Source: an optimization exercise on an open RTL-to-GDS flow (aim: small area, a short achievable clock period and few clock cycles). Production flows keep margins and buffers that such runs may drop. In this exercise RTL edits were held to simulation tests only and were not proved equivalent to the original. Power and IR drop assume default switching activity.

===== design/flow/design.v =====
    localparam int MEM_BYTES   = 256;              
    localparam int MEM_LATENCY = 1;                
    localparam int MEM_WORDS   = MEM_BYTES / 4;
    localparam int WIDX_W      = $clog2(MEM_WORDS);
    typedef logic [31:0]       word_t;             
    typedef logic [31:0]       addr_t;             
    typedef logic [3:0]        strb_t;             
    typedef logic [WIDX_W-1:0] widx_t;             
    typedef logic [7:0]        lat_cnt_t;          
    typedef enum logic [2:0] {
        op_sw  = 3'b000,
        op_lb  = 3'b001,
        op_lbu = 3'b010,
        op_lh  = 3'b011,
        op_lhu = 3'b100,
        op_lw  = 3'b101,
        op_sb  = 3'b110,
        op_sh  = 3'b111
    } lsu_op_t;
    typedef struct packed {
        lsu_op_t op;
        addr_t   addr;
        word_t   wdata;    
    } lsu_req_t;
    typedef struct packed {
        word_t rdata;      
        logic  err;        
    } lsu_resp_t;
    typedef struct packed {
        addr_t addr;       
    } mem_rd_req_t;
    typedef struct packed {
        addr_t addr;       
        word_t data;       
        strb_t strb;
    } mem_wr_req_t;
    function automatic logic is_store(lsu_op_t op);
        is_store = (op == op_sb) || (op == op_sh) || (op == op_sw);
    endfunction
module lsu_align
(
    input  word_t      w,
    input  logic [1:0] off,
    input  logic [1:0] sz,      
    input  logic       sgn,
    input  logic       ld,
    output word_t      load_data
);
    logic [7:0]  b0;
    logic [7:0]  b1;
    logic        ext;
    word_t       r;
    always_comb begin
        case (off)
            2'd0:    b0 = w[7:0];
            2'd1:    b0 = w[15:8];
            2'd2:    b0 = w[23:16];
            default: b0 = w[31:24];
        endcase
        b1  = off[1] ? w[31:24] : w[15:8];
        ext = sgn && ((sz == 2'd0) ? b0[7] : b1[7]);
        r[7:0]   = b0;
        r[15:8]  = (sz == 2'd0) ? {8{ext}} : b1;
        r[31:16] = (sz == 2'd2) ? w[31:16] : {16{ext}};
        load_data = ld ? r : '0;
    end
endmodule
module lsu_ctrl
(
    input  logic        clk,
    input  logic        rst,
    input  logic        req_valid,
    input  lsu_req_t    req,
    output logic        req_ready,
    output logic [MEM_WORDS-1:0] sel_q,    
    output strb_t       be_q,              
    output word_t       wd_q,              
    output logic        v_q,               
    output logic        ld_q,              
    output logic        err_q,             
    output logic [1:0]  off_q,             
    output logic [1:0]  sz_q,              
    output logic        sgn_q              
);
    logic       accept;
    logic [1:0] off;
    logic       mis;
    logic       st;
    strb_t      mask;
    word_t      lanes;
    logic [1:0] sz;
    assign req_ready = 1'b1;
    assign accept    = req_valid;
    assign off       = req.addr[1:0];
    assign st        = is_store(req.op);
    always_comb begin
        case (req.op)
            op_lh, op_lhu, op_sh: mis = off[0];
            op_lw, op_sw:         mis = |off;
            default:              mis = 1'b0;
        endcase
        case (req.op)
            op_lb, op_lbu, op_sb: sz = 2'd0;
            op_lh, op_lhu, op_sh: sz = 2'd1;
            default:              sz = 2'd2;
        endcase
        case (req.op)
            op_sb:   mask = strb_t'(4'b0001 << off);
            op_sh:   mask = strb_t'(4'b0011 << off);
            default: mask = 4'b1111;
        endcase
        case (req.op)
            op_sb:   lanes = {4{req.wdata[7:0]}};
            op_sh:   lanes = {2{req.wdata[15:0]}};
            default: lanes = req.wdata;
        endcase
    end
    always_ff @(posedge clk) begin
        if (rst) begin
            sel_q <= '1;
            be_q  <= 4'b1111;
            wd_q  <= '0;
            v_q   <= 1'b0;
            ld_q  <= 1'b0;
        end else begin
            for (int i = 0; i < MEM_WORDS; i++)
                sel_q[i] <= (req.addr[WIDX_W+1:2] == widx_t'(i));
            be_q  <= (accept && st && !mis) ? mask : 4'b0000;
            wd_q  <= lanes;
            v_q   <= accept;
            ld_q  <= accept && !st && !mis;
        end
        err_q <= mis;
        off_q <= off;
        sz_q  <= sz;
        sgn_q <= (req.op == op_lb) || (req.op == op_lh);
    end
endmodule
module data_sram
(
    input  logic                 clk,
    input  logic [MEM_WORDS-1:0] sel,
    input  strb_t                be,
    input  word_t                wd,
    output word_t                rd
);
    logic [32*MEM_WORDS-1:0] mem;
    for (genvar w = 0; w < MEM_WORDS; w++) begin : g_word
        for (genvar b = 0; b < 4; b++) begin : g_byte
            always_ff @(posedge clk)
                if (sel[w] && be[b])
                    mem[32*w + 8*b +: 8] <= wd[8*b +: 8];
        end
    end
    always_comb begin
        rd = '0;
        for (int w = 0; w < MEM_WORDS; w++)
            rd = rd | ({32{sel[w]}} & mem[32*w +: 32]);
    end
endmodule
module lsu_top
(
    input  logic      clk,
    input  logic      rst,
    input  logic      req_valid,
    input  lsu_req_t  req,
    output logic      req_ready,
    output logic      resp_valid,
    output lsu_resp_t resp
);
    logic [MEM_WORDS-1:0] sel_q;
    strb_t      be_q;
    word_t      wd_q;
    logic       v_q;
    logic       ld_q;
    logic       err_q;
    logic [1:0] off_q;
    logic [1:0] sz_q;
    logic       sgn_q;
    word_t      rd;
    word_t      load_data;
    lsu_ctrl u_ctrl (
        .clk       (clk),
        .rst       (rst),
        .req_valid (req_valid),
        .req       (req),
        .req_ready (req_ready),
        .sel_q     (sel_q),
        .be_q      (be_q),
        .wd_q      (wd_q),
        .v_q       (v_q),
        .ld_q      (ld_q),
        .err_q     (err_q),
        .off_q     (off_q),
        .sz_q      (sz_q),
        .sgn_q     (sgn_q)
    );
    data_sram u_sram (
        .clk (clk),
        .sel (sel_q),
        .be  (be_q),
        .wd  (wd_q),
        .rd  (rd)
    );
    lsu_align u_align (
        .w         (rd),
        .off       (off_q),
        .sz        (sz_q),
        .sgn       (sgn_q),
        .ld        (ld_q),
        .load_data (load_data)
    );
    always_ff @(posedge clk) begin
        if (rst)
            resp_valid <= 1'b0;
        else
            resp_valid <= v_q;
        resp.rdata <= load_data;
        resp.err   <= err_q;
    end
endmodule

===== design/flow/run.sh =====
#!/bin/bash
# synth_recipe.tcl (not shown) runs the flow's synth.tcl, then flattens the netlist and writes it again
# the make line also repeats each setting of config.mk as NAME=value (left out here)
make -C /OpenROAD-flow-scripts/flow DESIGN_CONFIG=/design/flow/config.mk WORK_HOME=/design/flow/orfs CLKGATE_MAP_FILE= SYNTH_SCRIPT=/design/flow/synth_recipe.tcl finish

===== design/flow/config.mk =====
export PLATFORM = sky130hd
export DESIGN_NAME = lsu_top
export DESIGN_NICKNAME = lsu_top
export VERILOG_FILES = /design/flow/design.v
export SDC_FILE = /design/flow/constraint.sdc
export NUM_CORES = 4
export LEC_CHECK = 0
export CAP_MARGIN = 20
export CORE_MARGIN = 2
export CORE_UTILIZATION = 45
export PLACE_DENSITY = 0.6
export SLEW_MARGIN = 20

===== design/flow/constraint.sdc =====
create_clock -name core_clock -period 5.0 [get_ports {clk}]
set_input_delay 1.0000 -clock core_clock [delete_from_list [all_inputs] [get_ports {clk}]]
set_output_delay 1.0000 -clock core_clock [all_outputs]
set_load 0.01 [all_outputs]

==> flow_metrics.tcl, run 1 <==
set metrics [dict create \
    drt-initial-drc-count 9424 \
    depth_of_the_worst_register_to_register_path 7 \
    max-cap-violations 0 \
    place_ws_ns 1.224 \
    slew_headroom_pct 15.52 \
    largest_delay_share_family_worst_path "compound AO/OA/AOI/OAI gates" \
    drt_pass1_iterations 12 \
    n_fill_cell 13960 \
    maxClockFrequency_mhz 253.1 \
    core_um2 174200 \
    maximum_buffer_depth_of_the_clock_tree 3 \
    netlist_instances 4261 \
    post-route-min-period_ns 3.951 \
    seqCellArea_um2 64480 \
    timing.final.hold_violations 0 \
    drive_above_1_share_pct 12.81 \
    h_tree_depth 4 \
    netlist_area_um2 79090 \
    timing.hold.worst_endpoint "resp[0]" \
    fin_skew_ns 0.03839 \
    die_height_um 423.2 \
    cpPeakStageDelay_ns 0.77 \
    grt_pass1_wl_um 394900 \
    crit_slowest_cell "sky130_fd_sc_hd__a221oi_1" \
    worst_setup_path_startpoint "u_ctrl.sel_q[38]" \
    clk-insertion-delay-late_ns 0.87 \
    terminus_of_the_critical_flop_to_flop_path "resp[20]" \
    i_o_pin_cnt 105 \
    clkSinkCount 2190 \
    drt_wl_total_um 298400 \
    crit_type "flip-flop to flip-flop" \
    grt_max_degree 65 \
    effective_utilization_at_floorplan_pct 45.40 \
    buffer_ports.inserted 79 \
    final_net_count 4479 \
    ir_worst_vdd_v 0.0003236 \
    cts_tree "yes" \
    detailed_place_hpwl_um 189200 \
    endpoint_kind "flip-flop" \
    fin_area_um2 89940 \
    worst_ep_required_time_ns 5.70 \
    place.gp.congestion 0.9205 \
    die_x_um 423.2 \
    final_common_cell "sky130_fd_sc_hd__edfxtp_1" \
    totalNegativeSetupSlack_ns 0 \
    avgRoutedWirePerCell_um 43.11 \
    leakagePower_uw 0.02839 \
    num_rows 153 \
    cts_setup_buffers 0 \
    drt.antenna.violating_nets 0 \
    power-per-cell-area_nw_per_um2 463.2 \
    grt.overflow.total 0 \
    detailroute.via_count 48260 \
    worst-path-max-fanout 16 \
    final_min_period_over_clock_period_pct 79.03 \
    setup_violations 0 \
    die_area_um2 179100 \
    area_growth_synth_to_finish_pct 13.71 \
    worst_r2r_startpoint "u_ctrl.sel_q[38]" \
    final_number_of_max_transition_violations 0 \
    clockRootBuffer "sky130_fd_sc_hd__clkbuf_16" \
    synthDistinctLibCells 49 \
    area_of_the_multi_input_gates_um2 13460 \
    startpoint_type "flip-flop" \
    ys_seq_area_share_pct 81.35 \
    min_path_type "flip-flop to flip-flop" \
    grt_pass1_vias 44290 \
    cts-resized-gates 0 \
    worst_hold_slack_ns 0.3361 \
    worstHoldStart "u_ctrl.err_q" \
    rsz0062_at_grt "false" \
    grt_use_total_pct 32.74 \
    crit_chain "buf_4, a221oi_1, nand4_1, or4_1, mux2_2, a22oi_4, o21ai_0" \
    worstHoldPathCells 0 \
    outcome "no timing/DRC/antenna violations" \
    reg2reg_slack_ns 1.05 \
    route.detailed.vias_per_inst 6.974 \
    number_of_cts_inserted_buffers 210 \
    yosysWarningCount 4 \
    cts.hold.buffers_added 0 \
    final_cell_mix "2048 x sky130_fd_sc_hd__edfxtp_1, 437 x sky130_fd_sc_hd__a221oi_1, 436 x sky130_fd_sc_hd__a22o_1" \
    clk_transition_reported_paths_ns 0.06 \
    post-route-worst-setup-slack_ns 1.049 \
    grt_antenna_before_repair 17 \
    worst_slew_pin_tran_ns 1.267 \
    drc 0 \
    path_buf_inv 1 \
    synth-seq-cells 2190 \
    synth.net_count 4331 \
    post_synth.cell_area_avg_um2 18.56 \
    area_after_detailed_placement_um2 83130 \
    critical_path_arrival_ns 4.65 \
]
[power by group]
part | leakage, uW | internal (uW) | switching (uW)
clock | 0.00331 | 8930 | 6950
sequential | 0.0193 | 21900 | 867
combinational | 0.00582 | 811 | 2220
[cells in the mapped netlist (all sizes together)]
cell / number / area share, %
edfxtp: 2048 / 78
a221oi: 437 / 4.8
a22o: 436 / 4.8
and2: 265 / 2.1
clkbuf: 253 / 1.2
dfxtp: 142 / 3.6
nand4: 138 / 1.1
a22oi: 136 / 1.4
buf: 63 / 0.42
a21o: 47 / 0.45
nand2: 42 / 0.20
or4: 27 / 0.26
a21oi: 25 / 0.16
mux2i: 24 / 0.32
o21ai: 22 / 0.14
o21bai: 20 / 0.19
nor2: 19 / 0.090
a21boi: 16 / 0.15
nand3: 15 / 0.095
nor2b: 15 / 0.12
a211oi: 8 / 0.076
a222oi: 8 / 0.10
nand2b: 8 / 0.063
nor3: 8 / 0.051
o22ai: 8 / 0.063
nor4: 7 / 0.055
o32ai: 7 / 0.078
or2: 5 / 0.040
and3: 2 / 0.016
inv: 2 / 0.0095
and3b: 1 / 0.011
conb: 1 / 0.0047
mux2: 1 / 0.014
nand3b: 1 / 0.0095
nor4b: 1 / 0.011
o211ai: 1 / 0.016
o21a: 1 / 0.019
o21ba: 1 / 0.013
[per-stage QoR]
stage / power (uW) / utilization (%) / std cells
floorplan: 24110 / - / 4261
global placement: 25920 / 47.70 / 6521
finish: 41660 / 51.63 / 6921
global route: 42410 / 51.62 / 6915
detailed placement: 26020 / 47.72 / 6522
CTS: 41470 / 51.61 / 6915
[cells by family (layout without fill, tap and decap cells)]
kind of cell / count (synthesis) / after routing / synth area share [%]
flip-flops: 2190 / 2190 / 81.35
AO/OA/AOI/OAI: 1173 / 1173 / 12.48
AND/OR/NAND/NOR: 554 / 554 / 4.208
buffers and inverters: 318 / 647 / 1.629
multiplexers: 25 / 25 / 0.3338
other: 1 / 7 / 0.004741
[layout make-up]
class / count / area share [%]
inverter: 2 / 0.008347
tap: 2325 / 3.235
clock buffer: 272 / 6.359
clock inverter: 121 / 1.184
timing repair buffer: 252 / 2.529
sequential: 2190 / 71.70
multi-input combinational: 1753 / 14.97
antenna: 6 / 0.01669
[worst max path at each step]
stage          endpoint  slack (ns)  depth (start not counted)
2_1_floorplan  resp[23]        2.60                          9
5_1_grt        resp[17]        1.17                          7
3_5_place_dp   resp[20]        1.22                          7
4_1_cts        resp[20]        1.19                          7
6_report       resp[20]        1.05                          7
3_3_place_gp   resp[20]        1.25                          7
[routing by layer]
layer | global-route usage [%] | routed length (um) | vias to the layer above
met5 | 0 | 68 | -
met4 | 16.55 | 17020 | 12
met3 | 8.685 | 41370 | 699
met2 | 49.36 | 133800 | 4207
met1 | 43.93 | 106100 | 25080
li1 | - | - | 18260
[state kept, by name, summed over array words and instances, names as in the netlist]
name / flops
u_sram.mem: 2048
u_ctrl.sel_q: 64
resp: 33
u_ctrl.wd_q: 32
u_ctrl.be_q: 4
u_ctrl.off_q: 2
u_ctrl.sz_q: 2
resp_valid: 1
u_ctrl.err_q: 1
u_ctrl.ld_q: 1
u_ctrl.sgn_q: 1
u_ctrl.v_q: 1
Testbench counts, summed over its fixed seeds: cycles 12,016.
==> run 2: changes to the inputs <==
--- a/design/flow/config.mk
+++ b/design/flow/config.mk
@@ -7,2 +7,3 @@
 export LEC_CHECK = 0
+export ABC_AREA = 1
 export CAP_MARGIN = 20
==> run 2 against run 1 <==
Compared with the run above:
- utilization is 0.49 points lower
- maximum frequency grew 9.8%
- critical endpoint is now resp[10]
- setup slack better by 0.35 ns
- final cell count up 27%
- critical path depth up 6
- global-route usage decreased by 0.75 points
- via count up 10%
- clock power is 4% lower
- flip-flop and latch count is the same
- synthesized area is 3.9% higher
- still clean
==> flow_metrics.tcl, run 2 <==
set metrics [dict create \
    h_tree_depth 4 \
    drt.antenna.violating_nets 0 \
    netlist_instances 6045 \
    rsz0062_at_grt "false" \
    setup_violations 0 \
    worst_path_most_repeated_cell "sky130_fd_sc_hd__nand2_1" \
    worst_r2r_startpoint "u_ctrl.sel_q[30]" \
    cell_types_with_the_highest_counts_after_synthesis "2048 x sky130_fd_sc_hd__edfxtp_1, 2015 x sky130_fd_sc_hd__nand2_1, 451 x sky130_fd_sc_hd__inv_1, 262 x sky130_fd_sc_hd__a221oi_1, 247 x sky130_fd_sc_hd__nor2_1" \
    i_o_pin_cnt 105 \
    cts_setup_buffers 0 \
    worst_slew_pin_tran_ns 1.229 \
    clk_transition_reported_paths_ns 0.06 \
    grt_pass1_wl_um 404000 \
    totalNegativeSetupSlack_ns 0 \
    worst_ep_required_time_ns 5.67 \
    die_x_um 431.3 \
    final_common_cell "sky130_fd_sc_hd__edfxtp_1" \
    leakagePower_uw 0.03382 \
    final_min_period_over_clock_period_pct 71.95 \
    synth_most_common_cell "sky130_fd_sc_hd__edfxtp_1" \
    yosys_most_used_dff "sky130_fd_sc_hd__edfxtp_1" \
    netlist_area_um2 82160 \
    synth.net_count 6115 \
    post_synth.cell_area_avg_um2 13.59 \
    grt.overflow.total 0 \
    post-route-min-period_ns 3.597 \
    avgRoutedWirePerCell_um 34.40 \
    reg.largest.list "u_sram.mem x2048, u_ctrl.sel_q x64, resp x33" \
    maximum_buffer_depth_of_the_clock_tree 3 \
    cts.hold.buffers_added 0 \
    worst_hold_slack_ns 0.3257 \
    cpPeakStageDelay_ns 1.00 \
    crit_chain "buf_4, nand2_1, nand2_1, nor2_1, nand2_1, nor2_1, nand2_1, o21ai_1, nand3_1, nand3_2, nand2_4, nand3_2, a21oi_1" \
    cts-resized-gates 0 \
    route.detailed.vias_per_inst 6.066 \
    synth_enable_flop_cells 2048 \
    timing.hold.worst_endpoint "resp[0]" \
    reg2reg_slack_ns 1.40 \
    area_after_detailed_placement_um2 86140 \
    largest_delay_share_family_worst_path "simple AND/OR/NAND/NOR gates" \
    clockRootBuffer "sky130_fd_sc_hd__clkbuf_16" \
    yosysWarningCount 4 \
    synth-seq-cells 2190 \
    outcome "no timing/DRC/antenna violations" \
    area_growth_synth_to_finish_pct 12.74 \
    final_cell_mix "2048 x sky130_fd_sc_hd__edfxtp_1, 2015 x sky130_fd_sc_hd__nand2_1, 451 x sky130_fd_sc_hd__inv_1" \
    fin_area_um2 92620 \
    power-per-cell-area_nw_per_um2 443.7 \
    grt_max_degree 65 \
    drt-initial-drc-count 8926 \
    endpoint_kind "flip-flop" \
    grt_pass1_vias 48860 \
    max-cap-violations 0 \
    drt_wl_total_um 301300 \
    grt_use_total_pct 31.99 \
    drive_above_1_share_pct 9.266 \
    clkSinkCount 2190 \
    largest-register "u_sram.mem" \
    effective_utilization_at_floorplan_pct 45.36 \
    min_path_type "flip-flop to flip-flop" \
    maxClockFrequency_mhz 278.0 \
    detailroute.via_count 53140 \
    drc 0 \
    synth.top_cell.area_share_pct 74.86 \
    number_of_cts_inserted_buffers 217 \
    worst-path-max-fanout 20 \
    cts_tree "yes" \
    synth_top_area_cell "sky130_fd_sc_hd__edfxtp_1" \
    clk-insertion-delay-late_ns 0.87 \
    layout.cells.non_filler 8760 \
    slew_headroom_pct 17.31 \
    synthDistinctLibCells 36 \
    crit_type "flip-flop to flip-flop" \
    ys_seq_area_share_pct 78.32 \
    depth_of_the_worst_register_to_register_path 13 \
    detailed_place_hpwl_um 192700 \
    drt_pass1_iterations 8 \
    fin_skew_ns 0.04024 \
    design_power_total_uw 41090 \
    startpoint_type "flip-flop" \
    buffer_ports.inserted 79 \
    critical_path_arrival_ns 4.27 \
    num_rows 156 \
    worstHoldStart "u_ctrl.err_q" \
    terminus_of_the_critical_flop_to_flop_path "resp[10]" \
    die_area_um2 186000 \
    grt_antenna_before_repair 8 \
    die_height_um 431.3 \
    final_net_count 6289 \
    core_um2 181100 \
    asyncSetResetFlopFracSynth_pct 0 \
    path_buf_inv 1 \
    place.detailed.instances 8370 \
    worstHoldPathCells 0 \
    largest_register_ff_count 2048 \
    crit_slowest_cell "sky130_fd_sc_hd__dfxtp_2" \
    place.gp.congestion 0.9389 \
    post_synth_main_area_contributors "sky130_fd_sc_hd__edfxtp_1 75%, sky130_fd_sc_hd__nand2_1 9.2%, sky130_fd_sc_hd__dfxtp_1 3.5%" \
    timing.final.hold_violations 0 \
    ir_worst_vdd_v 0.0002836 \
    final_number_of_max_transition_violations 0 \
]
==> run 2: cell types whose count changed after synthesis, sizes merged, moves of 141 or more <==
cell and delta:
a22o -259, nand2 +1975, inv +450, clkbuf -141, and2 -265, a221oi -175, nor2 +230
==> run 2: power by group <==
part	leakage (uW)	switching [uW]	internal, uW	total, uW
clock network	0.00316	6960	8300	15300
registers	0.0192	757	21900	22600
logic	0.0114	2490	732	3230
total	0.0338	10200	30900	41100
==> run 2: cells by family after synthesis <==
family                 Yosys count  share of synthesized area (%)
AO/OA/AOI/OAI                  600                          5.784
buffers and inverters          762                          3.809
flip-flops                    2190                          78.32
other                            1                       0.004565
AND/OR/NAND/NOR               2492                          12.08
==> run 2: worst max-delay path by stage <==
stage | from | end | slack (ns) | cells after the start
2_1_floorplan | req[66] | u_ctrl.wd_q[10] | 2.97 | 6
3_3_place_gp | req[66] | u_ctrl.wd_q[10] | 1.20 | 6
3_5_place_dp | u_ctrl.sel_q[30] | resp[13] | 1.62 | 13
4_1_cts | u_ctrl.sel_q[30] | resp[10] | 1.62 | 13
5_1_grt | u_ctrl.sel_q[30] | resp[10] | 1.34 | 13
6_report | u_ctrl.sel_q[30] | resp[10] | 1.40 | 13
==> run 2: metrics by stage <==
step                      utilization, %  setup slack, ns
final                              51.13            1.403
after global routing               51.13            1.342
after CTS                          51.13            1.624
after detailed placement           47.56            1.621
after global placement             47.55            1.204
after floorplan                        -            2.971
==> run 2: area by class of cell <==
class	count	area, um2
Fill cell	15200	88520
Timing Repair Buffer	265	2327
Antenna cell	1	2.502
Inverter	452	1697
Clock inverter	98	643.1
Tap cell	2370	2965
Clock buffer	291	5829
Sequential cell	2190	64470
Multi-Input combinational cell	3093	14690
==> run 2: routing by layer <==
metal / up-vias / share of wire (%) / GRT usage [%]
met2: 4017 / 45 / 49.01
met3: 775 / 13 / 7.489
li1: 21810 / - / -
met5: - / 0.012 / 0
met4: 6 / 6.5 / 17.59
met1: 26530 / 36 / 42.35
==> run 3: changes to the inputs <==
--- a/design/flow/design.v
+++ b/design/flow/design.v
@@ -181,2 +181,9 @@
     word_t      load_data;
+    logic       v2_q;
+    logic       ld2_q;
+    logic       err2_q;
+    logic [1:0] off2_q;
+    logic [1:0] sz2_q;
+    logic       sgn2_q;
+    word_t      rd_q;
     lsu_ctrl u_ctrl (
@@ -204,8 +211,22 @@
     );
+    always_ff @(posedge clk) begin
+        if (rst) begin
+            v2_q  <= 1'b0;
+            ld2_q <= 1'b0;
+        end else begin
+            v2_q  <= v_q;
+            ld2_q <= ld_q;
+        end
+        err2_q <= err_q;
+        off2_q <= off_q;
+        sz2_q  <= sz_q;
+        sgn2_q <= sgn_q;
+        rd_q   <= rd;
+    end
     lsu_align u_align (
-        .w         (rd),
-        .off       (off_q),
-        .sz        (sz_q),
-        .sgn       (sgn_q),
-        .ld        (ld_q),
+        .w         (rd_q),
+        .off       (off2_q),
+        .sz        (sz2_q),
+        .sgn       (sgn2_q),
+        .ld        (ld2_q),
         .load_data (load_data)
@@ -216,6 +237,6 @@
         else
-            resp_valid <= v_q;
+            resp_valid <= v2_q;
         resp.rdata <= load_data;
-        resp.err   <= err_q;
-    end
-endmodule
+        resp.err   <= err2_q;
+    end
+endmodule
--- a/design/flow/config.mk
+++ b/design/flow/config.mk
@@ -7,3 +7,2 @@
 export LEC_CHECK = 0
-export ABC_AREA = 1
 export CAP_MARGIN = 20
@@ -12,2 +11,3 @@
 export PLACE_DENSITY = 0.6
+export SETUP_SLACK_MARGIN = 2.2
 export SLEW_MARGIN = 20
==> run 3 against run 2 <==
Compared with the run above:
- still clean on timing, DRC and antenna
- die area shrank 1.8%
- global-route usage shrank 0.62 points
- first-iteration DRC count shrank 2.3%
- count of clock-buffer cells in the layout grew 1
- setup slack gained 0.68 ns
- via count shrank 10%
- worst hold slack gained 0.0075 ns
- critical path depth shrank 9
- critical endpoint is now rd_q[26]
- largest cell class unchanged
- largest power group unchanged
- highest routed layer unchanged
==> flow_metrics.tcl, run 3 <==
set metrics [dict create \
    grt_pass1_wl_um 383800 \
    i_o_pin_cnt 105 \
    grt_max_degree 105 \
    maximum_buffer_depth_of_the_clock_tree 3 \
    core_um2 178200 \
    synth.top_cell.area_share_pct 76.27 \
    final_common_cell "sky130_fd_sc_hd__edfxtp_1" \
    clockRootBuffer "sky130_fd_sc_hd__clkbuf_16" \
    n_fill_cell 14210 \
    timing.final.hold_violations 0 \
    clk-insertion-delay-late_ns 0.86 \
    endpoint_kind "flip-flop" \
    place.detailed.instances 6524 \
    setup_violations 0 \
    final_number_of_max_transition_violations 0 \
    max-cap-violations 0 \
    path_buf_inv 0 \
    crit_slowest_cell "sky130_fd_sc_hd__or4_1" \
    cell_types_with_the_highest_counts_after_synthesis "2048 x sky130_fd_sc_hd__edfxtp_1, 513 x sky130_fd_sc_hd__a22o_1, 499 x sky130_fd_sc_hd__a221oi_1, 260 x sky130_fd_sc_hd__and2_1, 182 x sky130_fd_sc_hd__dfxtp_1" \
    final_cell_mix "2048 x sky130_fd_sc_hd__edfxtp_1, 513 x sky130_fd_sc_hd__a22o_1, 497 x sky130_fd_sc_hd__a221oi_1" \
    final_net_count 4451 \
    maxClockFrequency_mhz 343.1 \
    worst_slew_pin_tran_ns 1.227 \
    buffer_ports.inserted 79 \
    leakagePower_uw 0.02861 \
    yosys_most_used_dff "sky130_fd_sc_hd__edfxtp_1" \
    largest_delay_share_family_worst_path "simple AND/OR/NAND/NOR gates" \
    ir_worst_vdd_v 0.0003530 \
    h_tree_depth 4 \
    startpoint_type "flip-flop" \
    num_rows 155 \
    yosysWarningCount 4 \
    crit_type "flip-flop to flip-flop" \
    post_synth.cell_area_avg_um2 18.91 \
    drt-initial-drc-count 8719 \
    post-route-min-period_ns 2.915 \
    synthDistinctLibCells 38 \
    critical_path_arrival_ns 3.61 \
    ys_seq_area_share_pct 80.78 \
    detailroute.via_count 47680 \
    grt_antenna_before_repair 20 \
    fin_skew_ns 0.03020 \
    synth_enable_flop_cells 2048 \
    synth.net_count 4335 \
    cts_setup_buffers 0 \
    layout.cells.non_filler 6931 \
    grt.overflow.total 0 \
    totalNegativeSetupSlack_ns 0 \
    number_of_cts_inserted_buffers 210 \
    netlist_area_um2 80640 \
    worst_ep_required_time_ns 5.69 \
    reg.largest.list "u_sram.mem x2048, u_ctrl.sel_q x64, resp x33" \
    drive_above_1_share_pct 12.24 \
    asyncSetResetFlopFracSynth_pct 0 \
    area_growth_synth_to_finish_pct 12.16 \
    drt_wl_total_um 289900 \
    power-per-cell-area_nw_per_um2 459.4 \
    grt_use_total_pct 31.37 \
    outcome "no timing/DRC/antenna violations" \
    seqCellArea_um2 65310 \
    avgRoutedWirePerCell_um 41.83 \
    largest_register_ff_count 2048 \
    drc 0 \
    rsz0062_at_grt "false" \
    place.gp.congestion 0.8974 \
    effective_utilization_at_floorplan_pct 45.24 \
    final_min_period_over_clock_period_pct 58.30 \
    post_synth_main_area_contributors "sky130_fd_sc_hd__edfxtp_1 76%, sky130_fd_sc_hd__a22o_1 5.6%, sky130_fd_sc_hd__a221oi_1 5.4%" \
    reg2reg_slack_ns 2.09 \
    die_x_um 427.3 \
    clkSinkCount 2230 \
    synth-seq-cells 2230 \
    die_area_um2 182600 \
    largest-register "u_sram.mem" \
    drt.antenna.violating_nets 0 \
    slew_headroom_pct 18.17 \
    final_util_pct 50.75 \
    cts_tree "yes" \
    min_path_type "flip-flop to flip-flop" \
    die_height_um 427.3 \
    crit_chain "a22o_1, a221oi_1, nand4_1, or4_1" \
    synth_most_common_cell "sky130_fd_sc_hd__edfxtp_1" \
    grt_pass1_vias 44090 \
    cts.hold.buffers_added 0 \
    route.detailed.vias_per_inst 6.879 \
    area_of_the_multi_input_gates_um2 13490 \
    detailed_place_hpwl_um 178300 \
    synth_top_area_cell "sky130_fd_sc_hd__edfxtp_1" \
    cpPeakStageDelay_ns 0.71 \
    netlist_instances 4265 \
    worst-path-max-fanout 26 \
    drt_pass1_iterations 8 \
    clk_transition_reported_paths_ns 0.06 \
]
## run 3: changes by cell type in the layout (fill, tap and decap cells not counted), moves of 19 or more
cell and change:
sky130_fd_sc_hd__or4_1 +33, sky130_fd_sc_hd__a221oi_1 +235, sky130_fd_sc_hd__nor2_1 -229, sky130_fd_sc_hd__a22o_1 +336
sky130_fd_sc_hd__o21bai_1 +19, sky130_fd_sc_hd__and2_1 +260, sky130_fd_sc_hd__o21ai_0 -83, sky130_fd_sc_hd__nand4_1 -58
sky130_fd_sc_hd__inv_1 -450, sky130_fd_sc_hd__nand2_1 -1964, sky130_fd_sc_hd__dfxtp_1 +40, sky130_fd_sc_hd__a21o_1 +64
sky130_fd_sc_hd__buf_4 -42, sky130_fd_sc_hd__nand3_1 -22
## run 3: logic make-up after synthesis
logic type	count (synthesis)	synth area share (%)
flip-flops	2230	80.78
other	1	0.004650
AND/OR/NAND/NOR	532	3.961
buffers and inverters	318	2.497
multiplexers	25	0.3383
XOR/XNOR	1	0.01086
AO/OA/AOI/OAI	1158	12.40
## run 3: power by group
part | switching [uW] | internal [uW] | total, uW
clock network | 6950 | 8760 | 15700
logic | 2050 | 784 | 2830
registers | 875 | 22100 | 23000
## run 3: per-stage QoR
step	cell area (um2)	hold slack, ns	setup slack, ns	power (uW)
2_1_floorplan	80640	0.3096	2.979	24420
3_3_place_gp	83670	0.3190	1.960	26020
3_5_place_dp	83700	0.3150	1.983	26110
4_1_cts	90380	0.3350	2.205	41400
5_1_grt	90420	0.3392	2.201	42350
6_report	90440	0.3332	2.085	41550
## run 3: final timing paths
check,start,end,cells after the start
setup / recovery,u_ctrl.sel_q[17],rd_q[26],4
hold / removal,err2_q,resp[0],0
setup reg to reg,u_ctrl.sel_q[17],rd_q[26],4
hold reg to reg,err2_q,resp[0],0
## run 3: metal layers
metal / vias up / global-route usage (%) / wire, um
met4: 12 / 15.38 / 15900
met5: - / 0 / 81
met3: 652 / 9.367 / 41210
met1: 24750 / 42.35 / 104900
met2: 4072 / 46.44 / 127900
li1: 18200 / - / -
## run 3: layout make-up
class	count	share of cell area (%)
flip-flops and latches	2230	72.21
multi-input cells	1717	14.92
clock buffers	292	6.376
well taps	2355	3.258
repair buffers	221	2.202
clock inverters	106	1.004
diodes	9	0.02490
inverters	1	0.004150
## run 3: worst reg2reg max path, delay by kind of cell, from the launching register on
| family | cells | cell delay, ns |
|---|---|---|
| and+or+nand+nor | 2 | 1.11 |
| AOI/OAI and AO/OA | 2 | 1.00 |
| DFF | 1 | 0.64 |
## run 3: repair_timing
action	in CTS	in global routing
cloned	0	0
pin swaps	0	0
setup endpoints to repair	2	1
gates resized for setup	2	1
Testbench counts of run 3, summed over its fixed seeds: cycles 12,024.
==> run 4: changes to the inputs <==
--- a/design/flow/config.mk
+++ b/design/flow/config.mk
@@ -11,3 +11,3 @@
 export PLACE_DENSITY = 0.6
-export SETUP_SLACK_MARGIN = 2.2
+export SETUP_SLACK_MARGIN = 2.8
 export SLEW_MARGIN = 20
==> run 4 against run 3 <==
Compared with the run above:
- register-to-register slack better by 0.54 ns
- die area unchanged
- combinational power up 21%
- largest power group unchanged
==> flow_metrics.tcl, run 4 <==
set metrics [dict create \
    synth_most_common_cell "sky130_fd_sc_hd__edfxtp_1" \
    clk-insertion-delay-late_ns 0.86 \
    depth_of_the_worst_register_to_register_path 5 \
    h_tree_depth 4 \
    synth.net_count 4335 \
    post_synth.cell_area_avg_um2 18.91 \
    max-cap-violations 0 \
    outcome "no timing/DRC/antenna violations" \
    area_after_detailed_placement_um2 83700 \
    cts_tree "yes" \
    netlist_instances 4265 \
    worstHoldPathCells 0 \
    grt_pass1_wl_um 394200 \
    die_area_um2 182600 \
    area_growth_synth_to_finish_pct 16.76 \
    setup_violations 0 \
    i_o_pin_cnt 105 \
    die_x_um 427.3 \
    clockRootBuffer "sky130_fd_sc_hd__clkbuf_16" \
    area_of_the_multi_input_gates_um2 14800 \
    timing.hold.worst_endpoint "resp[0]" \
    crit_type "flip-flop to flip-flop" \
    post_synth_main_area_contributors "sky130_fd_sc_hd__edfxtp_1 76%, sky130_fd_sc_hd__a22o_1 5.6%, sky130_fd_sc_hd__a221oi_1 5.4%" \
    clk_transition_reported_paths_ns 0.06 \
    die_height_um 427.3 \
    endpoint_kind "flip-flop" \
    final_number_of_max_transition_violations 0 \
    avgRoutedWirePerCell_um 42.42 \
    worst_ep_required_time_ns 5.73 \
    grt_use_total_pct 32.41 \
    grt_antenna_before_repair 21 \
    final_util_pct 52.83 \
    yosysWarningCount 4 \
    asyncSetResetFlopFracSynth_pct 0 \
    fin_skew_ns 0.02150 \
    maximum_buffer_depth_of_the_clock_tree 3 \
    clkSinkCount 2230 \
    worst_slew_pin_tran_ns 1.160 \
    worstHoldStart "err2_q" \
    effective_utilization_at_floorplan_pct 45.24 \
    drt_wl_total_um 300900 \
    drive_above_1_share_pct 20.62 \
    number_of_cts_inserted_buffers 210 \
    drc 0 \
    grt_pass1_vias 44860 \
    leakagePower_uw 0.03028 \
    totalNegativeSetupSlack_ns 0 \
    terminus_of_the_critical_flop_to_flop_path "rd_q[22]" \
    final_common_cell "sky130_fd_sc_hd__edfxtp_1" \
    met1_length_um 107600 \
    reg.largest.list "u_sram.mem x2048, u_ctrl.sel_q x64, resp x33" \
    synth_top_area_cell "sky130_fd_sc_hd__edfxtp_1" \
    grt.overflow.total 0 \
    reg2reg_slack_ns 2.63 \
    drt.antenna.violating_nets 0 \
    route.top_layer_used "met5" \
    startpoint_type "flip-flop" \
    detailed_place_hpwl_um 178300 \
    largest_register_ff_count 2048 \
    final_cell_mix "2048 x sky130_fd_sc_hd__edfxtp_1, 510 x sky130_fd_sc_hd__a22o_1, 351 x sky130_fd_sc_hd__a221oi_1" \
    worst-path-max-fanout 18 \
    min_path_type "flip-flop to flip-flop" \
    route.detailed.vias_per_inst 6.901 \
    synth.top_cell.area_share_pct 76.27 \
    post-route-min-period_ns 2.374 \
    netlist_area_um2 80640 \
    fin_area_um2 94150 \
    power-per-cell-area_nw_per_um2 446.5 \
    grt_max_degree 105 \
    detailroute.via_count 48960 \
    critical_path_arrival_ns 3.10 \
    ir_worst_vdd_v 0.0003458 \
    yosys_most_used_dff "sky130_fd_sc_hd__edfxtp_1" \
    detailroute.wirelength.met2_um 131700 \
    largest-register "u_sram.mem" \
    drt_pass1_iterations 8 \
    post-route-worst-setup-slack_ns 2.626 \
    buffer_ports.inserted 79 \
    final_min_period_over_clock_period_pct 47.49 \
    place.gp.congestion 0.8974 \
    slew_headroom_pct 22.65 \
    ys_seq_area_share_pct 80.78 \
    seqCellArea_um2 65460 \
    synthDistinctLibCells 38 \
    cts.hold.buffers_added 0 \
    drt-initial-drc-count 9322 \
    synth-seq-cells 2230 \
    worst_r2r_startpoint "u_ctrl.sel_q[24]" \
    n_fill_cell 13840 \
    place_ws_ns 1.983 \
    cell_types_with_the_highest_counts_after_synthesis "2048 x sky130_fd_sc_hd__edfxtp_1, 513 x sky130_fd_sc_hd__a22o_1, 499 x sky130_fd_sc_hd__a221oi_1, 260 x sky130_fd_sc_hd__and2_1, 182 x sky130_fd_sc_hd__dfxtp_1" \
    met3_routed_wirelength_um 43650 \
    core_um2 178200 \
    synth_enable_flop_cells 2048 \
    final_net_count 4617 \
    rsz0062_at_grt "true" \
    timing.final.hold_violations 0 \
    num_rows 155 \
    maxClockFrequency_mhz 421.1 \
]
[run 4: cell counts after synthesis]
Identical to the previous run, type by type.
[run 4: critical path, stage by stage (launching register included)]
cell,delay [ns]
sky130_fd_sc_hd__dfxtp_4,0.43
sky130_fd_sc_hd__buf_12,0.20
sky130_fd_sc_hd__a22o_1,0.26
sky130_fd_sc_hd__a221oi_2,0.21
sky130_fd_sc_hd__nand4_1,0.43
sky130_fd_sc_hd__or4_4,0.64
[run 4: worst max path at each step]
stage	endpoint	depth (start not counted)	from	slack, ns
floorplan	u_ctrl.ld_q	5	req[64]	2.98
global placement	u_ctrl.wd_q[8]	5	req[65]	1.96
detailed placement	u_ctrl.wd_q[8]	5	req[66]	1.98
CTS	resp[29]	1	resp[29]	2.66
global route	rd_q[22]	5	u_ctrl.sel_q[24]	2.66
finish	rd_q[22]	5	u_ctrl.sel_q[24]	2.63
[run 4: cells by family after synthesis]
kind of cell,Yosys count,share of synthesized area [%]
AO/OA/AOI/OAI,1158,12.40
XOR/XNOR,1,0.01086
buffers and inverters,318,2.497
flip-flops,2230,80.78
multiplexers,25,0.3383
other,1,0.004650
AND/OR/NAND/NOR,532,3.961
[run 4: final cells by class]
cell class | instances | area share (%)
diodes | 7 | 0.01861
repair buffers | 387 | 4.512
multi-input cells | 1717 | 15.72
clock inverters | 106 | 0.9648
clock buffers | 292 | 6.125
well taps | 2355 | 3.130
inverters | 1 | 0.003987
flip-flops and latches | 2230 | 69.53
[run 4: timing repair]
action                     CTS  global route
setup endpoints to repair  908           178
gates resized for setup    438           129
setup buffers              129            32
gates cloned                 3             1
pin swaps                   54            53
[run 4: layer usage]
metal | global-route usage [%] | vias to the layer above
met4 | 17.25 | 12
met2 | 47.43 | 4244
met1 | 42.92 | 25420
met3 | 10.66 | 718
li1 | - | 18570
met5 | 0.7672 | -
[run 4: metrics by stage]
step	hold slack, ns	instances	total power, uW
6_report	0.3333	7095	42040
5_1_grt	0.3392	7092	42810
4_1_cts	0.3350	7054	41700
3_5_place_dp	0.3150	6524	26110
3_3_place_gp	0.3190	6523	26020
2_1_floorplan	0.3096	4265	24420
[run 4: report_power, final]
part	internal [uW]	switching, uW
clock	8760	6970
combinational	1030	2390
sequential	22100	758
total	31900	10100
==> run 5: changes to the inputs <==
--- a/design/flow/config.mk
+++ b/design/flow/config.mk
@@ -10,2 +10,4 @@
 export CORE_UTILIZATION = 45
+export CTS_CLUSTER_DIAMETER = 100
+export CTS_CLUSTER_SIZE = 30
 export PLACE_DENSITY = 0.6
==> run 5 against run 4 <==
Compared with the run above:
- largest power group unchanged
- final cell count fell by 3.6%
- flip-flop and latch count did not move
- critical path depth did not move
- sequential power barely moved
- critical endpoint unchanged
- maximum frequency rose by 0.62%
- utilization fell by 2.4 points
- sequential share of layout area rose by 3.3 points
==> flow_metrics.tcl, run 5 <==
set metrics [dict create \
    outcome "no timing/DRC/antenna violations" \
    endpoint_kind "flip-flop" \
    crit_chain "buf_8, a22o_1, a221oi_1, nand4_1, or4_4" \
    terminus_of_the_critical_flop_to_flop_path "rd_q[22]" \
    worst_r2r_startpoint "u_ctrl.sel_q[63]" \
    drt_pass1_iterations 6 \
    worst_ep_required_time_ns 5.61 \
    avgRoutedWirePerCell_um 43.63 \
    max-cap-violations 0 \
    core_um2 178200 \
    clk-insertion-delay-late_ns 0.75 \
    grt_pass1_wl_um 388000 \
    number_of_cts_inserted_buffers 84 \
    largest-register "u_sram.mem" \
    largest_register_ff_count 2048 \
    timing.final.hold_violations 0 \
    crit_slowest_cell "sky130_fd_sc_hd__or4_4" \
    post_synth_main_area_contributors "sky130_fd_sc_hd__edfxtp_1 76%, sky130_fd_sc_hd__a22o_1 5.6%, sky130_fd_sc_hd__a221oi_1 5.4%" \
    area_of_the_multi_input_gates_um2 14870 \
    worstHoldStart "err2_q" \
    effective_utilization_at_floorplan_pct 45.24 \
    netlist_instances 4265 \
    cpPeakStageDelay_ns 0.70 \
    grt.overflow.total 0 \
    reg.largest.list "u_sram.mem x2048, u_ctrl.sel_q x64, resp x33" \
    die_height_um 427.3 \
    final_net_count 4494 \
    cts.hold.buffers_added 0 \
    grt_max_degree 105 \
    clk_transition_reported_paths_ns 0.11 \
    final_common_cell "sky130_fd_sc_hd__edfxtp_1" \
    clockRootBuffer "sky130_fd_sc_hd__clkbuf_16" \
    startpoint_type "flip-flop" \
    power-per-cell-area_nw_per_um2 391.9 \
    post-route-min-period_ns 2.360 \
    clkSinkCount 2230 \
    slew_headroom_pct 20.65 \
    setup_violations 0 \
    crit_type "flip-flop to flip-flop" \
    synthDistinctLibCells 38 \
    power.switching_fraction_pct 24.79 \
    worst_hold_slack_ns 0.3439 \
    worst_slew_pin_tran_ns 1.190 \
    i_o_pin_cnt 105 \
    timing.hold.worst_endpoint "resp[0]" \
    die_area_um2 182600 \
    seqCellArea_um2 65460 \
    final_number_of_max_transition_violations 0 \
    maxClockFrequency_mhz 423.8 \
    synth.net_count 4335 \
    ys_seq_area_share_pct 80.78 \
    p_clk_share_pct 25.4 \
    yosysWarningCount 4 \
    fin_skew_ns 0.03214 \
    post_synth.cell_area_avg_um2 18.91 \
    totalNegativeSetupSlack_ns 0 \
    cell_types_with_the_highest_counts_after_synthesis "2048 x sky130_fd_sc_hd__edfxtp_1, 513 x sky130_fd_sc_hd__a22o_1, 499 x sky130_fd_sc_hd__a221oi_1, 260 x sky130_fd_sc_hd__and2_1, 182 x sky130_fd_sc_hd__dfxtp_1" \
    ir_worst_vdd_v 0.0002583 \
    detailroute.via_count 48060 \
    synth_most_common_cell "sky130_fd_sc_hd__edfxtp_1" \
    drive_above_1_share_pct 17.77 \
    asyncSetResetFlopFracSynth_pct 0 \
    place.detailed.instances 6524 \
    place.gp.congestion 0.8974 \
    power_switching_uw 8734 \
    grt_pass1_vias 43310 \
    cts_tree "yes" \
    grt_use_total_pct 31.81 \
    leakagePower_uw 0.02819 \
    route.detailed.vias_per_inst 7.026 \
    final_cell_mix "2048 x sky130_fd_sc_hd__edfxtp_1, 511 x sky130_fd_sc_hd__a22o_1, 348 x sky130_fd_sc_hd__a221oi_1" \
    num_rows 155 \
    layout.cells.non_filler 6840 \
    synth-seq-cells 2230 \
    grt_antenna_before_repair 19 \
    critical_path_arrival_ns 2.97 \
    worstHoldPathCells 0 \
    buffer_ports.inserted 79 \
    depth_of_the_worst_register_to_register_path 5 \
    maximum_buffer_depth_of_the_clock_tree 3 \
    netlist_area_um2 80640 \
    synth_enable_flop_cells 2048 \
    n_fill_cell 14240 \
    worst-path-max-fanout 14 \
    synth.top_cell.area_share_pct 76.27 \
    internal_power_uw 26500 \
    pwr-share-seq_pct 64.8 \
    reg2reg_slack_ns 2.64 \
    synth_top_area_cell "sky130_fd_sc_hd__edfxtp_1" \
    area_growth_synth_to_finish_pct 11.48 \
    rsz0062_at_grt "true" \
    drc 0 \
    drt-initial-drc-count 9567 \
    die_x_um 427.3 \
    detailed_place_hpwl_um 178300 \
    drt.antenna.violating_nets 0 \
    power_frac_comb_pct 9.7 \
    h_tree_depth 3 \
    final_min_period_over_clock_period_pct 47.20 \
    min_path_type "flip-flop to flip-flop" \
    yosys_most_used_dff "sky130_fd_sc_hd__edfxtp_1" \
    drt_wl_total_um 298400 \
]
run 5: changes by cell type in the layout (fill, tap and decap cells not counted), moves of 8 or more:
cell | before | now
sky130_fd_sc_hd__buf_4 | 181 | 200
sky130_fd_sc_hd__clkinv_1 | 49 | 0
sky130_fd_sc_hd__clkbuf_1 | 65 | 50
sky130_fd_sc_hd__clkinv_2 | 31 | 0
sky130_fd_sc_hd__clkbuf_16 | 214 | 93
sky130_fd_sc_hd__clkbuf_8 | 14 | 0
sky130_fd_sc_hd__buf_12 | 63 | 55
sky130_fd_sc_hd__bufinv_16 | 14 | 0
sky130_fd_sc_hd__buf_6 | 55 | 45
run 5: cells by family (layout without fill, tap and decap cells):
logic type / after synthesis / count (layout) / synth area share [%]
flip-flops: 2230 / 2230 / 80.78
XOR/XNOR: 1 / 1 / 0.01086
other: 1 / 7 / 0.004650
multiplexers: 25 / 25 / 0.3383
buffers and inverters: 318 / 532 / 2.497
AO/OA/AOI/OAI: 1158 / 1158 / 12.40
AND/OR/NAND/NOR: 532 / 532 / 3.961
run 5: per-stage QoR:
stage / instance area (um2) / utilization (%) / setup WS, ns / power (uW)
3_5_place_dp: 83700 / 46.96 / 1.983 / 26110
3_3_place_gp: 83670 / 46.95 / 1.960 / 26020
2_1_floorplan: 80640 / - / 2.979 / 24420
5_1_grt: 89880 / 50.43 / 2.700 / 35830
6_report: 89900 / 50.44 / 2.640 / 35230
4_1_cts: 88690 / 49.76 / 2.570 / 34850
run 5: power groups by stage:
stage | Clock (uW) | Combinational, uW | Sequential (uW)
6_report | 8950 | 3430 | 22800
5_1_grt | 9430 | 3450 | 22900
4_1_cts | 8870 | 3180 | 22800
3_5_place_dp | 0 | 2750 | 23400
3_3_place_gp | 0 | 2740 | 23300
2_1_floorplan | 0 | 1490 | 22900
run 5: repair_timing:
action / 4_1_cts / 5_1_grt
resized for setup: 427 / 138
endpoints found under the setup margin: 965 / 208
cloned: 2 / 4
setup buffers: 122 / 41
pin swaps: 59 / 53
run 5: worst max-delay path, delay by kind of cell (launching register included):
kind | cells | cell delay [ns]
AOI/OAI and AO/OA | 2 | 0.44
DFF | 1 | 0.42
buffers and inverters | 1 | 0.21
and+or+nand+nor | 2 | 1.15
run 5: how the worst max path moves through the flow:
| stage | slack (ns) | end | startpoint | cells past startpoint |
|---|---|---|---|---|
| after CTS | 2.57 | rd_q[22] | u_ctrl.sel_q[24] | 5 |
| after global routing | 2.70 | rd_q[22] | u_ctrl.sel_q[14] | 5 |
| after detailed placement | 1.98 | u_ctrl.wd_q[8] | req[66] | 5 |
| after floorplan | 2.98 | u_ctrl.ld_q | req[64] | 5 |
| after global placement | 1.96 | u_ctrl.wd_q[8] | req[65] | 5 |
| final | 2.64 | rd_q[22] | u_ctrl.sel_q[63] | 5 |
run 5: area by class of cell:
cell class | instances | area share [%]
multi-input combinational | 1717 | 16.54
clock inverter | 2 | 0.03062
sequential | 2230 | 72.82
clock buffer | 139 | 2.686
inverter | 1 | 0.004175
antenna | 6 | 0.01670
timing repair buffer | 390 | 4.628
tap | 2355 | 3.278
run 5: layer usage:
layer  vias to the layer above  wire length [um]  GRT usage [%]
li1                      18130                 -              -
met1                     25060            106900          43.51
met2                      4231            131700          47.37
met3                       624             43340          8.458
met4                        12             16360          15.31
met5                         -                85              0
==> run 6: changes to the inputs <==
--- a/design/flow/config.mk
+++ b/design/flow/config.mk
@@ -9,6 +9,5 @@
 export CORE_MARGIN = 2
-export CORE_UTILIZATION = 45
-export CTS_CLUSTER_DIAMETER = 100
-export CTS_CLUSTER_SIZE = 30
-export PLACE_DENSITY = 0.6
+export CORE_UTILIZATION = 52
+export CTS_BUF_LIST = sky130_fd_sc_hd__clkbuf_8 sky130_fd_sc_hd__clkbuf_16
+export PLACE_DENSITY = 0.65
 export SETUP_SLACK_MARGIN = 2.8
==> run 6 against run 5 <==
Compared with the run above:
- setup slack improved by 0.0086 ns
- sequential share of layout area decreased by 3.3 points
- clock power increased by 73%
- critical path depth increased by 1
- final cell count decreased by 0.18%
- first-iteration DRC count increased by 6.4%
- die area decreased by 13%
- via count increased by 4.4%
- utilization increased by 11 points
- combinational power increased by 1%
- register-to-register slack about the same
- clock skew decreased by 0.0019 ns
- largest power group unchanged
==> flow_metrics.tcl, run 6 <==
set metrics [dict create \
    synth_top_area_cell "sky130_fd_sc_hd__edfxtp_1" \
    reg.largest.list "u_sram.mem x2048, u_ctrl.sel_q x64, resp x33" \
    core_um2 154000 \
    synth.top_cell.area_share_pct 76.27 \
    outcome "no timing/DRC/antenna violations" \
    final_min_period_over_clock_period_pct 47.02 \
    startpoint_type "flip-flop" \
    final_cell_mix "2048 x sky130_fd_sc_hd__edfxtp_1, 509 x sky130_fd_sc_hd__a22o_1, 347 x sky130_fd_sc_hd__a221oi_1" \
    min_path_type "flip-flop to flip-flop" \
    netlist_instances 4265 \
    detailed_place_hpwl_um 171700 \
    n_fill_cell 10750 \
    largest_register_ff_count 2048 \
    synthDistinctLibCells 38 \
    cts_tree "yes" \
    timing.final.hold_violations 0 \
    synth.net_count 4335 \
    maxClockFrequency_mhz 425.3 \
    post-route-worst-setup-slack_ns 2.649 \
    clk-insertion-delay-late_ns 0.86 \
    power-per-cell-area_nw_per_um2 444.8 \
    crit_type "flip-flop to flip-flop" \
    yosysWarningCount 4 \
    clockRootBuffer "sky130_fd_sc_hd__clkbuf_16" \
    area_growth_synth_to_finish_pct 16.83 \
    largest-register "u_sram.mem" \
    synth-seq-cells 2230 \
    grt_max_degree 105 \
    worst-path-max-fanout 8 \
    drt-initial-drc-count 10180 \
    synth_enable_flop_cells 2048 \
    totalNegativeSetupSlack_ns 0 \
    cts.hold.buffers_added 0 \
    place_ws_ns 2.066 \
    slew_headroom_pct 25.74 \
    maximum_buffer_depth_of_the_clock_tree 3 \
    endpoint_kind "flip-flop" \
    worst_slew_pin_tran_ns 1.114 \
    rsz0062_at_grt "true" \
    clkSinkCount 2230 \
    drc 0 \
    worstHoldPathCells 0 \
    number_of_cts_inserted_buffers 212 \
    drt_wl_total_um 299500 \
    design_power_total_uw 41910 \
    synth_most_common_cell "sky130_fd_sc_hd__edfxtp_1" \
    depth_of_the_worst_register_to_register_path 6 \
    fin_skew_ns 0.03019 \
    worst_hold_slack_ns 0.3291 \
    final_net_count 4661 \
    grt_pass1_wl_um 393900 \
    worst_ep_required_time_ns 5.71 \
    setup_violations 0 \
    drt.antenna.violating_nets 0 \
    post_synth.cell_area_avg_um2 18.91 \
    area_of_the_multi_input_gates_um2 14850 \
    ys_seq_area_share_pct 80.78 \
    ir_worst_vdd_v 0.0003604 \
    route.detailed.vias_per_inst 7.346 \
    final_number_of_max_transition_violations 0 \
    final_common_cell "sky130_fd_sc_hd__edfxtp_1" \
    leakagePower_uw 0.03076 \
    grt_antenna_before_repair 23 \
    grt_pass1_vias 45640 \
    asyncSetResetFlopFracSynth_pct 0 \
    die_area_um2 158200 \
    place.gp.congestion 0.9193 \
    drt_pass1_iterations 9 \
    die_height_um 397.8 \
    die_x_um 397.8 \
    seqCellArea_um2 65470 \
    netlist_area_um2 80640 \
    h_tree_depth 4 \
    max-cap-violations 0 \
    grt_use_total_pct 37.30 \
    clk_transition_reported_paths_ns 0.06 \
    cell_types_with_the_highest_counts_after_synthesis "2048 x sky130_fd_sc_hd__edfxtp_1, 513 x sky130_fd_sc_hd__a22o_1, 499 x sky130_fd_sc_hd__a221oi_1, 260 x sky130_fd_sc_hd__and2_1, 182 x sky130_fd_sc_hd__dfxtp_1" \
    grt.overflow.total 0 \
    drive_above_1_share_pct 21.83 \
    post-route-min-period_ns 2.351 \
    final_util_pct 61.16 \
    buffer_ports.inserted 79 \
    critical_path_arrival_ns 3.06 \
    post_synth_main_area_contributors "sky130_fd_sc_hd__edfxtp_1 76%, sky130_fd_sc_hd__a22o_1 5.6%, sky130_fd_sc_hd__a221oi_1 5.4%" \
    avgRoutedWirePerCell_um 43.87 \
    num_rows 144 \
    detailroute.via_count 50160 \
    yosys_most_used_dff "sky130_fd_sc_hd__edfxtp_1" \
    i_o_pin_cnt 105 \
    effective_utilization_at_floorplan_pct 52.35 \
]
[run 6: critical path, cell delays in order, from the launching register on]
cell	delay [ns]
sky130_fd_sc_hd__dfxtp_4	0.44
sky130_fd_sc_hd__buf_12	0.20
sky130_fd_sc_hd__buf_8	0.16
sky130_fd_sc_hd__a22o_4	0.27
sky130_fd_sc_hd__a221oi_4	0.22
sky130_fd_sc_hd__nand4_1	0.29
sky130_fd_sc_hd__or4_4	0.59
[run 6: metal layers]
layer  wire (um)  GRT usage (%)  up-vias  share of wire (%)
met5         158        0.06053        -              0.053
met4       18090          20.04       24                6.0
met1      100400          49.52    25440                 34
met2      128000          52.84     5121                 43
li1            -              -    18650                  -
met3       52810          14.87      933                 18
[run 6: repair_timing]
| item | in CTS | in global routing |
|---|---|---|
| resized for setup | 455 | 122 |
| pin swaps | 58 | 56 |
| setup endpoints to repair | 958 | 270 |
| gates cloned | 4 | 1 |
| setup buffers | 172 | 35 |
[run 6: cells by family after synthesis]
group	synth area share, %
buffers and inverters	2.497
flip-flops	80.78
XOR/XNOR	0.01086
AND/OR/NAND/NOR	3.961
other	0.004650
AO/OA/AOI/OAI	12.40
multiplexers	0.3383
[run 6: worst paths after layout]
path	from	to	slack [ns]
min reg2reg	err2_q	resp[0]	0.33
max	u_ctrl.sel_q[20]	rd_q[17]	2.65
min	err2_q	resp[0]	0.33
max reg2reg	u_ctrl.sel_q[20]	rd_q[17]	2.65
[run 6: stage by stage]
stage               cell area (um2)  std cells
finish                        94210       6828
global route                  94160       6808
CTS                           93160       6771
detailed placement            83280       6209
global placement              83280       6209
floorplan                     80640       4265
[run 6: layout make-up]
type | count | area share, %
timing repair buffer | 429 | 4.966
antenna | 21 | 0.05578
inverter | 1 | 0.003984
multi-input combinational | 1717 | 15.76
clock buffer | 234 | 6.048
sequential | 2230 | 69.49
tap | 2044 | 2.715
clock inverter | 152 | 0.9576
[run 6: report_power, final]
part           leakage (uW)  switching (uW)  internal (uW)
clock network       0.00347            6900           8600
registers            0.0196             804          22100
logic               0.00770            2400           1070
total                0.0308           10100          31800
==> run 7: changes to the inputs <==
--- a/design/flow/design.v
+++ b/design/flow/design.v
@@ -144,3 +144,4 @@
     input  word_t                wd,
-    output word_t                rd
+    output word_t                rd_lo,     
+    output word_t                rd_hi      
 );
@@ -155,5 +156,8 @@
     always_comb begin
-        rd = '0;
-        for (int w = 0; w < MEM_WORDS; w++)
-            rd = rd | ({32{sel[w]}} & mem[32*w +: 32]);
+        rd_lo = '0;
+        rd_hi = '0;
+        for (int w = 0; w < MEM_WORDS/2; w++) begin
+            rd_lo = rd_lo | ({32{sel[w]}} & mem[32*w +: 32]);
+            rd_hi = rd_hi | ({32{sel[w + MEM_WORDS/2]}} & mem[32*(w + MEM_WORDS/2) +: 32]);
+        end
     end
@@ -179,3 +183,4 @@
     logic       sgn_q;
-    word_t      rd;
+    word_t      rd_lo;
+    word_t      rd_hi;
     word_t      load_data;
@@ -187,3 +192,4 @@
     logic       sgn2_q;
-    word_t      rd_q;
+    word_t      rd_lo_q;
+    word_t      rd_hi_q;
     lsu_ctrl u_ctrl (
@@ -209,3 +215,4 @@
         .wd  (wd_q),
-        .rd  (rd)
+        .rd_lo (rd_lo),
+        .rd_hi (rd_hi)
     );
@@ -223,6 +230,7 @@
         sgn2_q <= sgn_q;
-        rd_q   <= rd;
+        rd_lo_q <= rd_lo;
+        rd_hi_q <= rd_hi;
     end
     lsu_align u_align (
-        .w         (rd_q),
+        .w         (rd_lo_q | rd_hi_q),
         .off       (off2_q),
--- a/design/flow/config.mk
+++ b/design/flow/config.mk
@@ -9,5 +9,6 @@
 export CORE_MARGIN = 2
-export CORE_UTILIZATION = 52
-export CTS_BUF_LIST = sky130_fd_sc_hd__clkbuf_8 sky130_fd_sc_hd__clkbuf_16
-export PLACE_DENSITY = 0.65
+export CORE_UTILIZATION = 45
+export CTS_CLUSTER_DIAMETER = 100
+export CTS_CLUSTER_SIZE = 30
+export PLACE_DENSITY = 0.6
 export SETUP_SLACK_MARGIN = 2.8
==> run 7 against run 6 <==
Compared with the run above:
- register-to-register slack improved by 0.11 ns
- non-clock buffer count is 244 lower
- highest routed layer unchanged
- still clean on timing, DRC and antenna
- synthesized area decreased by 0.14%
- utilization fell by 13 points
==> flow_metrics.tcl, run 7 <==
set metrics [dict create \
    path_buf_inv 1 \
    worst_setup_path_startpoint "u_ctrl.sel_q[30]" \
    p_clk_share_pct 25.7 \
    post_synth_main_area_contributors "sky130_fd_sc_hd__edfxtp_1 76%, sky130_fd_sc_hd__a22oi_1 9.5%, sky130_fd_sc_hd__dfxtp_1 5.3%" \
    cell_types_with_the_highest_counts_after_synthesis "2048 x sky130_fd_sc_hd__edfxtp_1, 1024 x sky130_fd_sc_hd__a22oi_1, 260 x sky130_fd_sc_hd__and2_1, 257 x sky130_fd_sc_hd__nand4_1, 214 x sky130_fd_sc_hd__dfxtp_1" \
    rsz0062_at_grt "true" \
    power-per-cell-area_nw_per_um2 397.7 \
    worst_slew_pin_tran_ns 1.203 \
    synth.top_cell.area_share_pct 76.37 \
    synth_enable_flop_cells 2048 \
    final_min_period_over_clock_period_pct 44.85 \
    power_switching_uw 8049 \
    timing.final.hold_violations 0 \
    effective_utilization_at_floorplan_pct 45.23 \
    outcome "no timing/DRC/antenna violations" \
    depth_of_the_worst_register_to_register_path 4 \
    detailed_place_hpwl_um 148400 \
    grt_pass1_wl_um 336200 \
    asyncSetResetFlopFracSynth_pct 0 \
    grt_use_total_pct 26.33 \
    place.detailed.instances 6720 \
    grt_max_degree 70 \
    layout.cells.non_filler 6873 \
    seqCellArea_um2 66000 \
    maximum_buffer_depth_of_the_clock_tree 3 \
    cpPeakStageDelay_ns 0.74 \
    detailroute.via_count 44670 \
    reg2reg_slack_ns 2.76 \
    final_net_count 4524 \
    core_um2 178000 \
    grt.overflow.total 0 \
    startpoint_type "flip-flop" \
    final_number_of_max_transition_violations 0 \
    power.switching_fraction_pct 23.42 \
    netlist_instances 4500 \
    buffer_ports.inserted 79 \
    pwr-share-seq_pct 66.9 \
    largest_delay_share_family_worst_path "simple AND/OR/NAND/NOR gates" \
    worst-path-max-fanout 27 \
    ir_worst_vdd_v 0.0002939 \
    cts_tree "yes" \
    reg.largest.list "u_sram.mem x2048, u_ctrl.sel_q x64, resp x33" \
    synth_top_area_cell "sky130_fd_sc_hd__edfxtp_1" \
    drt.antenna.violating_nets 0 \
    clk_transition_reported_paths_ns 0.11 \
    place_ws_ns 1.969 \
    final_cell_mix "2048 x sky130_fd_sc_hd__edfxtp_1, 1022 x sky130_fd_sc_hd__a22oi_1, 257 x sky130_fd_sc_hd__nand4_1" \
    crit_type "flip-flop to flip-flop" \
    slew_headroom_pct 19.15 \
    area_of_the_multi_input_gates_um2 13410 \
    worst_ep_required_time_ns 5.58 \
    clk-insertion-delay-late_ns 0.75 \
    i_o_pin_cnt 105 \
    clkSinkCount 2262 \
    setup_violations 0 \
    maxClockFrequency_mhz 445.9 \
    largest-register "u_sram.mem" \
    grt_antenna_before_repair 9 \
    largest_register_ff_count 2048 \
    worstSetupPathDepth 4 \
    clockRootBuffer "sky130_fd_sc_hd__clkbuf_16" \
    worst_r2r_startpoint "u_ctrl.sel_q[30]" \
    fin_skew_ns 0.04222 \
    netlist_area_um2 80520 \
    leakagePower_uw 0.02664 \
    route.detailed.vias_per_inst 6.499 \
    totalNegativeSetupSlack_ns 0 \
    min_path_type "flip-flop to flip-flop" \
    setup.worst_path.end "rd_lo_q[15]" \
    final_common_cell "sky130_fd_sc_hd__edfxtp_1" \
    synthDistinctLibCells 41 \
    n_fill_cell 14800 \
    crit_chain "buf_4, a22oi_1, nand4_1, or4_1" \
    ys_seq_area_share_pct 81.69 \
    post_synth.cell_area_avg_um2 17.89 \
    post-route-worst-setup-slack_ns 2.758 \
    crit_slowest_cell "sky130_fd_sc_hd__or4_1" \
    avgRoutedWirePerCell_um 35.52 \
    drc 0 \
    die_area_um2 182300 \
    endpoint_kind "flip-flop" \
    power_frac_comb_pct 7.3 \
    die_height_um 427.0 \
    drt_wl_total_um 244200 \
    max-cap-violations 0 \
    drt_pass1_iterations 5 \
    yosys_most_used_dff "sky130_fd_sc_hd__edfxtp_1" \
    number_of_cts_inserted_buffers 85 \
    die_x_um 427.0 \
    internal_power_uw 26320 \
    h_tree_depth 3 \
    synth-seq-cells 2262 \
    place.gp.congestion 0.8527 \
    num_rows 155 \
    grt_pass1_vias 42120 \
    terminus_of_the_critical_flop_to_flop_path "rd_lo_q[15]" \
    drt-initial-drc-count 6815 \
    drive_above_1_share_pct 9.004 \
    yosysWarningCount 4 \
    synth.net_count 4570 \
    post-route-min-period_ns 2.242 \
    critical_path_arrival_ns 2.82 \
    synth_most_common_cell "sky130_fd_sc_hd__edfxtp_1" \
    area_growth_synth_to_finish_pct 7.295 \
    cts.hold.buffers_added 0 \
]
run 7: changes by cell type after synthesis, moves of 74 or more:
cell and delta:
sky130_fd_sc_hd__a22oi_1 +1023, sky130_fd_sc_hd__a22o_1 -513, sky130_fd_sc_hd__a221oi_1 -498, sky130_fd_sc_hd__nand4_1 +128, sky130_fd_sc_hd__buf_6 -85, sky130_fd_sc_hd__buf_2 +74
run 7: power groups by stage:
stage	Clock (uW)	Sequential [uW]	Combinational, uW
floorplan	0	23200	1350
detailed placement	0	23400	2500
global route	9420	23100	2650
global placement	0	23400	2480
finish	8840	23000	2520
CTS	8870	23000	2510
run 7: through the flow:
step	hold slack, ns	util, %	area, um2	power, uW
global placement	0.3105	47.04	83750	25830
detailed placement	0.3158	47.05	83760	25920
finish	0.3368	48.53	86400	34360
CTS	0.3362	48.46	86280	34360
floorplan	0.3096	-	80520	24530
global route	0.3472	48.52	86380	35210
run 7: kinds of logic (layout without fill, tap and decap cells):
group | after synthesis | in the layout | share of synthesized area (%)
mux | 8 | 8 | 0.09945
simple gates | 743 | 743 | 5.664
compound gates | 1166 | 1166 | 10.77
buf+inv | 320 | 329 | 1.771
flops | 2262 | 2262 | 81.69
other cells | 1 | 10 | 0.004657
run 7: how the worst min path moves through the flow:
| stage | startpoint | to | slack [ns] | depth (start not counted) |
|---|---|---|---|---|
| 2_1_floorplan | u_ctrl.err_q | err2_q | 0.31 | 0 |
| 3_3_place_gp | u_ctrl.off_q[1] | off2_q[1] | 0.31 | 0 |
| 3_5_place_dp | u_ctrl.off_q[1] | off2_q[1] | 0.32 | 0 |
| 4_1_cts | u_ctrl.off_q[0] | off2_q[0] | 0.34 | 0 |
| 5_1_grt | u_ctrl.off_q[0] | off2_q[0] | 0.35 | 0 |
| 6_report | u_ctrl.off_q[0] | off2_q[0] | 0.34 | 0 |
run 7: repair_timing:
item                                    in CTS  in global routing
endpoints found under the setup margin     958                 68
buffers inserted                             0                  1
gates resized for setup                    226                 23
endpoints found under the hold margin        0                  0
cloned                                       0                  0
pin swaps                                    1                  1
run 7: area by class of cell:
class | count | area share [%]
flip-flops and latches | 2262 | 76.38
repair buffers | 185 | 1.868
inverters | 2 | 0.008689
diodes | 9 | 0.02607
well taps | 2355 | 3.410
clock buffers | 140 | 2.750
multi-input cells | 1918 | 15.52
clock inverters | 2 | 0.03331
run 7: metal layers:
metal,routed length (um),share of wire (%),global-route usage [%]
met5,27,0.011,0
met4,9446,3.9,8.791
met3,20670,8.5,3.280
met2,119800,49,43.71
met1,94230,39,36.15
Testbench counts of run 7, summed over its fixed seeds: cycles 12,024.

-- port drivers added, routing unchanged --
No port has a modelled driver above. Below, the same layouts with a new extraction and two added sets of constraints.
Step 1: set_driving_cell puts a clkbuf_16 on clk and a buf_2 on each other input, an assumption about the parent block.
Step 2 moves the port delays by t, midway between the first and last clock arrival at a register: inputs arrive t later, outputs are due t later. That takes back most of the time a late clock gives input paths.
Three values: ideal ports, drivers, drivers and shift; two values: the first two.
| run | shift t [ns] | setup slack, ns | worst hold slack (ns) | worst setup path at the end | latest minus earliest clock arrival (ns) |
|---|---|---|---|---|---|
| run 1 | 0.944 | 1.049 / 1.049 / 1.049 | 0.336 / 0.336 / 0.336 | register to register | 0.040 / 0.040 |
| run 2 | 0.941 | 1.403 / 1.403 / 1.403 | 0.326 / 0.326 / 0.326 | register to register | 0.043 / 0.043 |
| run 3 | 0.932 | 2.085 / 2.085 / 1.912 | 0.333 / 0.333 / 0.333 | input to register | 0.032 / 0.032 |
| run 4 | 0.933 | 2.626 / 2.625 / 2.047 | 0.333 / 0.333 / 0.333 | input to register | 0.031 / 0.031 |
| run 5 | 0.833 | 2.640 / 2.640 / 2.180 | 0.344 / 0.344 / 0.344 | input to register | 0.038 / 0.038 |
| run 6 | 0.921 | 2.649 / 2.636 / 2.023 | 0.329 / 0.329 / 0.329 | input to register | 0.031 / 0.031 |
| run 7 | 0.816 | 2.758 / 2.700 / 1.944 | 0.337 / 0.337 / 0.337 | input to register | 0.053 / 0.054 |
After both steps setup and hold are still met in every run listed. The setup slack of run 7, which loses most, moves by -0.058 ns with the drivers and by -0.814 ns with both steps.
